This is an optimization exercise on Yosys and OpenROAD, whose aim is small area, a short achievable clock period and few clock cycles, not a production implementation.
The RTL was checked by simulation tests, not by an equivalence proof against the original design.
No activity file was given, so power comes from the tool's default toggle rates.

--- design/flow/constraint.sdc ---
create_clock -name core_clock -period 10.0 [get_ports {clk}]
set_input_delay 2.0000 -clock core_clock [delete_from_list [all_inputs] [get_ports {clk}]]
set_output_delay 2.0000 -clock core_clock [all_outputs]
set_load 0.01 [all_outputs]
--- design/flow/design.v ---
package ale_pkg;
	localparam logic [3:0] REQ_CLEAR   = 4'd0;
	localparam logic [3:0] REQ_INSERT  = 4'd1;
	localparam logic [3:0] REQ_DELETE  = 4'd2;
	localparam logic [3:0] REQ_LOCATE  = 4'd3;
	localparam logic [3:0] REQ_GET     = 4'd4;
	localparam logic [3:0] REQ_SINSERT = 4'd5;
	localparam logic [3:0] REQ_SORT    = 4'd6;
	localparam logic [3:0] REQ_REVERSE = 4'd7;
	localparam logic [3:0] REQ_DEDUP   = 4'd8;
	localparam logic [1:0] ST_OK       = 2'd0;
	localparam logic [1:0] ST_BADPOS   = 2'd1;
	localparam logic [1:0] ST_FULL     = 2'd2;
	localparam logic [1:0] ST_NOTFOUND = 2'd3;
	typedef struct packed {
		logic        list_empty;
		logic [7:0]  element_count;
		logic [31:0] read_value;
		logic [7:0]  found_position;
		logic [1:0]  status;
	} result_t;
endpackage
module array_list_engine #(
	parameter int LIST_DEPTH = 128
) (
	input  logic        clk,
	input  logic        arst_n,
	input  logic        s_tvalid,
	output logic        s_tready,
	input  logic [47:0] s_tdata,   
	output logic        m_tvalid,
	input  logic        m_tready,
	output logic [55:0] m_tdata    
);
	localparam int N = 128;
	logic        rv_q;            
	logic [3:0]  rk_q;
	logic [7:0]  rp_q;
	logic [31:0] rx_q;
	logic [7:0]  n_q;             
	logic        rev_q;           
	logic        par_q;           
	logic        sdone_q;         
	logic        dph_q;           
	logic [31:0] e [N];           
	logic [N-1:0] g_q, q_q;       
	logic va_q, vb_q;             
	ale_pkg::result_t oa_q, ob_q;
	logic is_clr, is_ins, is_del, is_loc, is_get, is_sin, is_srt, is_rev, is_ddp;
	assign is_clr = rk_q == ale_pkg::REQ_CLEAR;
	assign is_ins = rk_q == ale_pkg::REQ_INSERT;
	assign is_del = rk_q == ale_pkg::REQ_DELETE;
	assign is_loc = rk_q == ale_pkg::REQ_LOCATE;
	assign is_get = rk_q == ale_pkg::REQ_GET;
	assign is_sin = rk_q == ale_pkg::REQ_SINSERT;
	assign is_srt = rk_q == ale_pkg::REQ_SORT;
	assign is_rev = rk_q == ale_pkg::REQ_REVERSE;
	assign is_ddp = rk_q == ale_pkg::REQ_DEDUP;
	logic full, pos_bad;
	assign full    = n_q[7];                        
	assign pos_bad = (rp_q == 8'd0) || (rp_q > n_q);
	logic [7:0] pm1, nmp;
	assign pm1 = rp_q - 8'd1;
	assign nmp = n_q - rp_q;
	logic [7:0] ph_rd;    
	logic [7:0] ph_in;    
	assign ph_rd = rev_q ? nmp : pm1;
	assign ph_in = rev_q ? nmp + 8'd1 : pm1;
	logic [N-1:0] lt_n;
	for (genvar i = 0; i < N; i++) begin : g_mask
		assign lt_n[i] = i < n_q;
	end
	logic [31:0] xin;
	assign xin = s_tdata[43:12];
	logic adj;    
	assign adj = rv_q && ((is_srt && !sdone_q) || (is_ddp && !dph_q));
	logic [N-1:0] gt, eq;
	for (genvar i = 0; i < N; i++) begin : g_cmp
		logic [31:0] a;
		assign a = (adj && i > 0) ? e[(i > 0) ? i-1 : 0] : xin;
		assign gt[i] = {!a[31], a[30:0]} > {!e[i][31], e[i][30:0]};    
		assign eq[i] = a == e[i];
	end
	logic gtx, eqx;
	assign gtx = {!xin[31], xin[30:0]} > {!rx_q[31], rx_q[30:0]};
	assign eqx = xin == rx_q;
	logic [N-1:0] inv;
	assign inv = {lt_n[N-1:1], 1'b0} & gt;
	logic any_inv;
	assign any_inv = |inv;
	logic [N-1:0] dv;
	assign dv = {lt_n[N-1:1], 1'b0} & q_q;
	logic [N-1:0] craw, cpre, csuf;
	assign craw = is_loc ? q_q : ~g_q;
	assign cpre = is_ddp ? dv : (~lt_n | craw);
	assign csuf = lt_n & craw;
	logic [N-1:0] pre [8];
	logic [N-1:0] suf [8];
	assign pre[0] = cpre;
	for (genvar i = 0; i < N; i++) begin : g_sufin
		assign suf[0][i] = csuf[N-1-i];
	end
	for (genvar l = 0; l < 7; l++) begin : g_lvl
		for (genvar i = 0; i < N; i++) begin : g_bit
			if ((i >> l) & 1) begin : g_or
				assign pre[l+1][i] = pre[l][i] | pre[l][((i >> l) << l) - 1];
				assign suf[l+1][i] = suf[l][i] | suf[l][((i >> l) << l) - 1];
			end else begin : g_pass
				assign pre[l+1][i] = pre[l][i];
				assign suf[l+1][i] = suf[l][i];
			end
		end
	end
	logic [N:0] t_pre, t_suf, t_pos, t;
	assign t_pre = {1'b1, pre[7]};
	for (genvar i = 0; i < N; i++) begin : g_tsuf
		assign t_suf[i] = !suf[7][N-1-i];
	end
	assign t_suf[N] = 1'b1;
	logic [7:0] pos_e;
	assign pos_e = is_del ? ph_rd : ph_in;
	for (genvar i = 0; i <= N; i++) begin : g_tpos
		assign t_pos[i] = i >= pos_e;
	end
	logic srch;    
	assign srch = is_sin || is_loc || is_ddp;
	assign t = srch ? ((rev_q && !is_ddp) ? t_suf : t_pre) : t_pos;
	logic [N:0] hot;
	assign hot[0] = t[0];
	for (genvar i = 1; i <= N; i++) begin : g_hot
		assign hot[i] = t[i] && !t[i-1];
	end
	logic [7:0] edge_i;
	for (genvar b = 0; b < 8; b++) begin : g_enc
		logic [N:0] m;
		for (genvar i = 0; i <= N; i++) begin : g_m
			assign m[i] = ((i >> b) & 1) ? hot[i] : 1'b0;
		end
		assign edge_i[b] = |m;
	end
	logic dup_any, dup_more;
	assign dup_any = pre[7][N-1];
	assign dup_more = |(dv[N-1:1] & pre[7][N-2:0]);
	logic last;
	always_comb begin
		if (is_srt) last = sdone_q;
		else if (is_ddp) last = dph_q && !dup_more;
		else last = 1'b1;
	end
	logic fire, take;
	assign fire = rv_q && last && !vb_q;    
	assign s_tready = !rv_q || fire;
	assign take = s_tvalid && s_tready;
	logic do_upx, do_dn, do_srt;
	logic go;
	assign go = rv_q && !vb_q;
	assign do_upx = go && ((is_ins && !pos_bad && !full) || (is_sin && !full));
	assign do_dn  = (go && is_del && !pos_bad) || (rv_q && is_ddp && dph_q);
	assign do_srt = rv_q && is_srt && !sdone_q;
	logic [N:0] swp;    
	assign swp[0] = 1'b0;
	assign swp[N] = 1'b0;
	for (genvar i = 1; i < N; i++) begin : g_swp
		assign swp[i] = do_srt && inv[i] && ((i % 2 == 1) == par_q);
	end
	logic flag_new;
	assign flag_new = !rv_q || fire || (is_ddp && !dph_q);
	logic [N:0] fg, fq;    
	assign fg = {1'b0, flag_new ? gt : g_q};
	assign fq = {1'b0, flag_new ? eq : q_q};
	for (genvar i = 0; i < N; i++) begin : g_el
		logic tl, tc;
		logic s_up, s_dn, s_x;
		assign tl = (i > 0) ? t[i-1] : 1'b0;
		assign tc = t[i];
		assign s_up = (do_upx && tl) || swp[i];
		assign s_x  = do_upx && tc && !tl;
		assign s_dn = (do_dn && tc) || swp[i+1];
		localparam int IL = (i > 0) ? i-1 : 0;
		localparam int IH = (i < N-1) ? i+1 : N-1;
		always_ff @(posedge clk) begin
			if (s_x) begin
				e[i] <= rx_q;
				g_q[i] <= gtx;
				q_q[i] <= eqx;
			end else if (s_up) begin
				e[i] <= e[IL];
				g_q[i] <= fg[IL];
				q_q[i] <= fq[IL];
			end else if (s_dn) begin
				e[i] <= e[IH];
				g_q[i] <= fg[i+1];
				q_q[i] <= fq[i+1];
			end else begin
				g_q[i] <= fg[i];
				q_q[i] <= fq[i];
			end
		end
	end
	logic [31:0] rd;
	assign rd = e[ph_rd[6:0]];
	logic [7:0] fp_srch;
	assign fp_srch = rev_q ? n_q - edge_i + 8'd1 : edge_i + 8'd1;
	ale_pkg::result_t res;
	logic [7:0] n_new;
	always_comb begin
		res = '0;
		n_new = n_q;
		case (rk_q)
			ale_pkg::REQ_CLEAR: n_new = 8'd0;
			ale_pkg::REQ_INSERT: begin
				if (pos_bad) res.status = ale_pkg::ST_BADPOS;
				else if (full) res.status = ale_pkg::ST_FULL;
				else begin
					res.found_position = rp_q;
					n_new = n_q + 8'd1;
				end
			end
			ale_pkg::REQ_DELETE: begin
				if (pos_bad) res.status = ale_pkg::ST_BADPOS;
				else begin
					res.found_position = rp_q;
					n_new = n_q - 8'd1;
				end
			end
			ale_pkg::REQ_LOCATE: begin
				if (suf[7][N-1]) res.found_position = fp_srch;
				else res.status = ale_pkg::ST_NOTFOUND;
			end
			ale_pkg::REQ_GET: begin
				if (pos_bad) res.status = ale_pkg::ST_BADPOS;
				else begin
					res.found_position = rp_q;
					res.read_value = rd;
				end
			end
			ale_pkg::REQ_SINSERT: begin
				if (full) res.status = ale_pkg::ST_FULL;
				else begin
					res.found_position = fp_srch;
					n_new = n_q + 8'd1;
				end
			end
			ale_pkg::REQ_SORT, ale_pkg::REQ_REVERSE: ;
			ale_pkg::REQ_DEDUP: if (dup_any) n_new = n_q - 8'd1;
			default: res.status = ale_pkg::ST_BADPOS;
		endcase
		res.element_count = n_new;
		res.list_empty = n_new == 8'd0;
	end
	always_ff @(posedge clk or negedge arst_n) begin
		if (!arst_n) begin
			rv_q    <= 1'b0;
			va_q    <= 1'b0;
			vb_q    <= 1'b0;
			n_q     <= '0;
			rev_q   <= 1'b0;
			sdone_q <= 1'b0;
			dph_q   <= 1'b0;
		end else begin
			if (take) rv_q <= 1'b1;
			else if (fire) rv_q <= 1'b0;
			if (vb_q) begin
				if (m_tready) vb_q <= 1'b0;
			end else if (va_q && !m_tready) begin
				if (fire) vb_q <= 1'b1;
			end else
				va_q <= fire;
			if (fire) begin
				n_q <= n_new;
				if (is_clr || is_srt) rev_q <= 1'b0;
				else if (is_rev) rev_q <= !rev_q;
			end else if (rv_q && is_ddp && dph_q && dup_any)
				n_q <= n_q - 8'd1;
			if (fire) sdone_q <= 1'b0;
			else if (do_srt && !any_inv) sdone_q <= 1'b1;
			if (fire) dph_q <= 1'b0;
			else if (rv_q && is_ddp) dph_q <= 1'b1;
		end
	end
	always_ff @(posedge clk) begin
		if (take) begin
			rk_q <= s_tdata[3:0];
			rp_q <= s_tdata[11:4];
			rx_q <= xin;
		end
		if (vb_q) begin
			if (m_tready) oa_q <= ob_q;
		end else if (va_q && !m_tready)
			ob_q <= res;
		else
			oa_q <= res;
		if (do_srt) par_q <= !par_q;
	end
	assign m_tvalid = va_q;
	assign m_tdata  = {5'd0, oa_q};
endmodule
--- design/flow/config.mk ---
export PLATFORM = sky130hd
export DESIGN_NAME = array_list_engine
export DESIGN_NICKNAME = array_list_engine
export VERILOG_FILES = /design/flow/design.v
export SDC_FILE = /design/flow/constraint.sdc
export NUM_CORES = 4
export LEC_CHECK = 0
export CAP_MARGIN = 20
export CORE_MARGIN = 2
export CORE_UTILIZATION = 30
export PLACE_DENSITY = 0.45
export SLEW_MARGIN = 20
--- design/flow/run.sh ---
#!/bin/bash
# synth_recipe.tcl (not shown) runs the flow's synth.tcl, then flattens the netlist and writes it again
# the make line also repeats each setting of config.mk as NAME=value (left out here)
make -C /OpenROAD-flow-scripts/flow DESIGN_CONFIG=/design/flow/config.mk WORK_HOME=/design/flow/orfs CLKGATE_MAP_FILE= SYNTH_SCRIPT=/design/flow/synth_recipe.tcl finish
==> run summary, run 1 <==
* Stop Error: [ERROR GRT-0116] Global routing finished with congestion. Check the congestion regions in the DRC Viewer.
* Post-Synthesis Cells at 48900
* Syn avg cell area at 8.37 µm²
* Cell taking the most area after synthesis: edfxtp_1
* Total grt overflow at slightly above 10000
* Root Buffer: clkbuf_16
* First-pass GRT wire length at 7240 mm
* Halt Stage: global routing (5_1_grt)
* Main flop type after synthesis: edfxtp_1
* IO buf count at 100
* Mapped cell area at 409000 µm²
* Sequential area share after synthesis at 32.5%
* Ys Warns at 4
* Post-synth top cells: 5114 x a21oi_1, 4807 x nor2_1, 4518 x a21o_1, 4243 x edfxtp_1, 4187 x inv_1
* Largest net degree at the start of global routing at 140
* Inserted Clock Buffers at 657
* Yosys reg bits at about 4500
* Placer congestion estimate at 1.58
* Initial Util at 30.0%
* Detailed placer's ending HPWL at 4030 mm
* Total track usage at 78.7%
* Placed Cells at 68800
* Post-synth ARST share at 0.310%
* Top cells by area in the synthesized netlist: edfxtp_1 31%, ha_1 13%, a21o_1 8.3%
* Die Wd at 1.17 mm
* Synth cell types at 120
* Top-count cell post-synth: a21oi_1
* EDFF count, synth at 4243
* Area share of the largest cell type after synthesis at 31.1%
* H-tree depth at 6
* IO Count at 110
* Clock sinks at 4513
* Cts hold-fix bufs at 0
* Cell Rows at 429
* Outcome: stopped before the end
* Die height at 1.17 mm
* Clk buf depth at 5
* Number of global-route vias before repair at 567000
[how the worst max path moves through the flow]
stage,from,end,cells after the start
detailed placement,n_q[1],oa_q[9],36
floorplan,n_q[0],oa_q[9],32
global placement,s_tdata[13],sdone_q,26
CTS,n_q[7],s_tready,21
[power by group through the flow]
| stage | Clock [W] | Combinational (W) | Sequential (W) |
|---|---|---|---|
| after global placement | 0 | 0.0546 | 0.0280 |
| after CTS | 0.0250 | 0.0550 | 0.0276 |
| after floorplan | 0 | 0.0185 | 0.0244 |
| after detailed placement | 0 | 0.0547 | 0.0279 |
[metrics by stage]
stage / area, µm² / setup WS [ns] / setup TNS [ns]
floorplan: 409000 / 1.81 / 0
global placement: 471000 / -1.74 / -215.89
detailed placement: 474000 / -1.28 / -92.49
CTS: 496000 / -0.0800 / -0.0800
[cell families after synthesis]
group           count (synthesis)  synth area share [%]
compound gates              17200                  27.0
xor+xnor                       37                0.0829
fa+ha+maj                    4159                  12.7
buf+inv                      7900                  7.33
flops                        4513                  32.5
mux                          2518                  6.20
other cells                     1              0.000917
simple gates                12600                  14.2
[metal layers]
layer | GRT overflow | GRT usage (%)
met5 | 90 | 47.4
met3 | 731 | 69.5
met2 | 5789 | 88.3
met1 | 666 | 81.0
met4 | 3087 | 73.9
[what timing repair did]
item,in CTS
gates resized for setup,71
setup endpoints to repair,312
pin swaps,11
setup buffers,10
Testbench counts, summed over its fixed seeds: cycles 10,011.
==> run 2: changes to the inputs <==
--- a/design/flow/config.mk
+++ b/design/flow/config.mk
@@ -9,4 +9,4 @@
 export CORE_MARGIN = 2
-export CORE_UTILIZATION = 30
-export PLACE_DENSITY = 0.45
+export CORE_UTILIZATION = 50
+export PLACE_DENSITY = 0.65
 export SLEW_MARGIN = 20
==> run 2 against run 1 <==
Net effect: the run again fails in global routing (5_1_grt); synthesized cell count unchanged; area after synthesis unchanged.
==> run summary, run 2 <==
* Area share of the largest cell type after synthesis at 31.1% (unchanged)
* Cell taking the most area after synthesis: edfxtp_1
* Mapped cell area at 409000 µm² (unchanged)
* H-tree depth at 6 (unchanged)
* Synth cell types at 120 (unchanged)
* Largest net degree at the start of global routing at 166
* Cts hold-fix bufs at 0 (unchanged)
* Sequential area share after synthesis at 32.5% (unchanged)
* First-pass GRT wire length at 5650 mm
* Top cells by area in the synthesized netlist: edfxtp_1 31%, ha_1 13%, a21o_1 8.3%
* EDFF count, synth at 4243 (unchanged)
* Clk buf depth at 4 (-1)
* IO Count at 110 (unchanged)
* Post-synth ARST share at 0.310% (unchanged)
* Post-synth top cells: 5114 x a21oi_1, 4807 x nor2_1, 4518 x a21o_1, 4243 x edfxtp_1, 4187 x inv_1
* Main flop type after synthesis: edfxtp_1
* Total track usage at between 90 and 100%
* Yosys reg bits at 4513 (unchanged)
* Initial Util at 50.1% (+20 points)
* Inserted Clock Buffers at 585 (-11%)
* Detailed placer's ending HPWL at 3070 mm (-24%)
* Placer congestion estimate at 1.69 (+6.8%)
* Root Buffer: clkbuf_16
* Stop Error: [ERROR GRT-0116] Global routing finished with congestion. Check the congestion regions in the DRC Viewer.
* Post-Synthesis Cells at 48900 (unchanged)
* Clock sinks at 4513 (unchanged)
* Die Wd at 909 µm (-22%)
* IO buf count at 100 (unchanged)
* Outcome: stopped before the end
* Total grt overflow at about 47000
* Die height at 909 µm (-22%)
* Halt Stage: global routing (5_1_grt)
* Syn avg cell area at 8.37 µm² (unchanged)
* Top-count cell post-synth: a21oi_1
* Number of global-route vias before repair at 519000
* Ys Warns at 4 (unchanged)
* Cell Rows at 332 (-23%)
run 2: cell counts after synthesis:
No cell type changed its count.
run 2: worst max path at each step:
| stage | from | endpoint | slack [ns] | depth (start not counted) |
|---|---|---|---|---|
| 3_3_place_gp | n_q[0] | oa_q[9] | -0.95 | 34 |
| 3_5_place_dp | n_q[0] | oa_q[9] | -0.72 | 34 |
| 2_1_floorplan | n_q[0] | oa_q[9] | 1.81 | 32 |
| 4_1_cts | n_q[4] | s_tready | -0.23 | 23 |
run 2: power groups by stage:
stage                     Sequential (W)  Clock, W  Combinational (W)
after floorplan                   0.0244         0             0.0185
after global placement            0.0277         0             0.0434
after detailed placement          0.0277         0             0.0440
after CTS                         0.0273    0.0224             0.0443
run 2: timing repair:
action	CTS
setup buffers	15
gates cloned	0
gates resized for setup	40
endpoints found under the setup margin	7
pin swaps	8
run 2: per-layer routing:
metal  GRT overflow  GRT usage, %
met2          27200           111
met4           9013          96.0
met3           4345          91.6
met5            438          82.5
met1           6251          96.7
run 2: logic make-up after synthesis:
| logic type | Yosys count | share of synthesized area (%) |
|---|---|---|
| adder cells (fa/ha/maj) | 4159 | 12.7 |
| AO/OA/AOI/OAI | 17200 | 27.0 |
| XOR/XNOR | 37 | 0.0829 |
| other | 1 | 0.000917 |
| multiplexers | 2518 | 6.20 |
| flip-flops | 4513 | 32.5 |
| buffers and inverters | 7900 | 7.33 |
| AND/OR/NAND/NOR | 12600 | 14.2 |
run 2: through the flow:
step	power (W)	instances	util (%)	instance area (µm²)	setup WS [ns]
2_1_floorplan	0.0429	48900	-	409000	1.81
3_5_place_dp	0.0717	59900	54.9	448000	-0.716
4_1_cts	0.0941	60900	57.3	468000	-0.229
3_3_place_gp	0.0711	59800	54.8	447000	-0.953
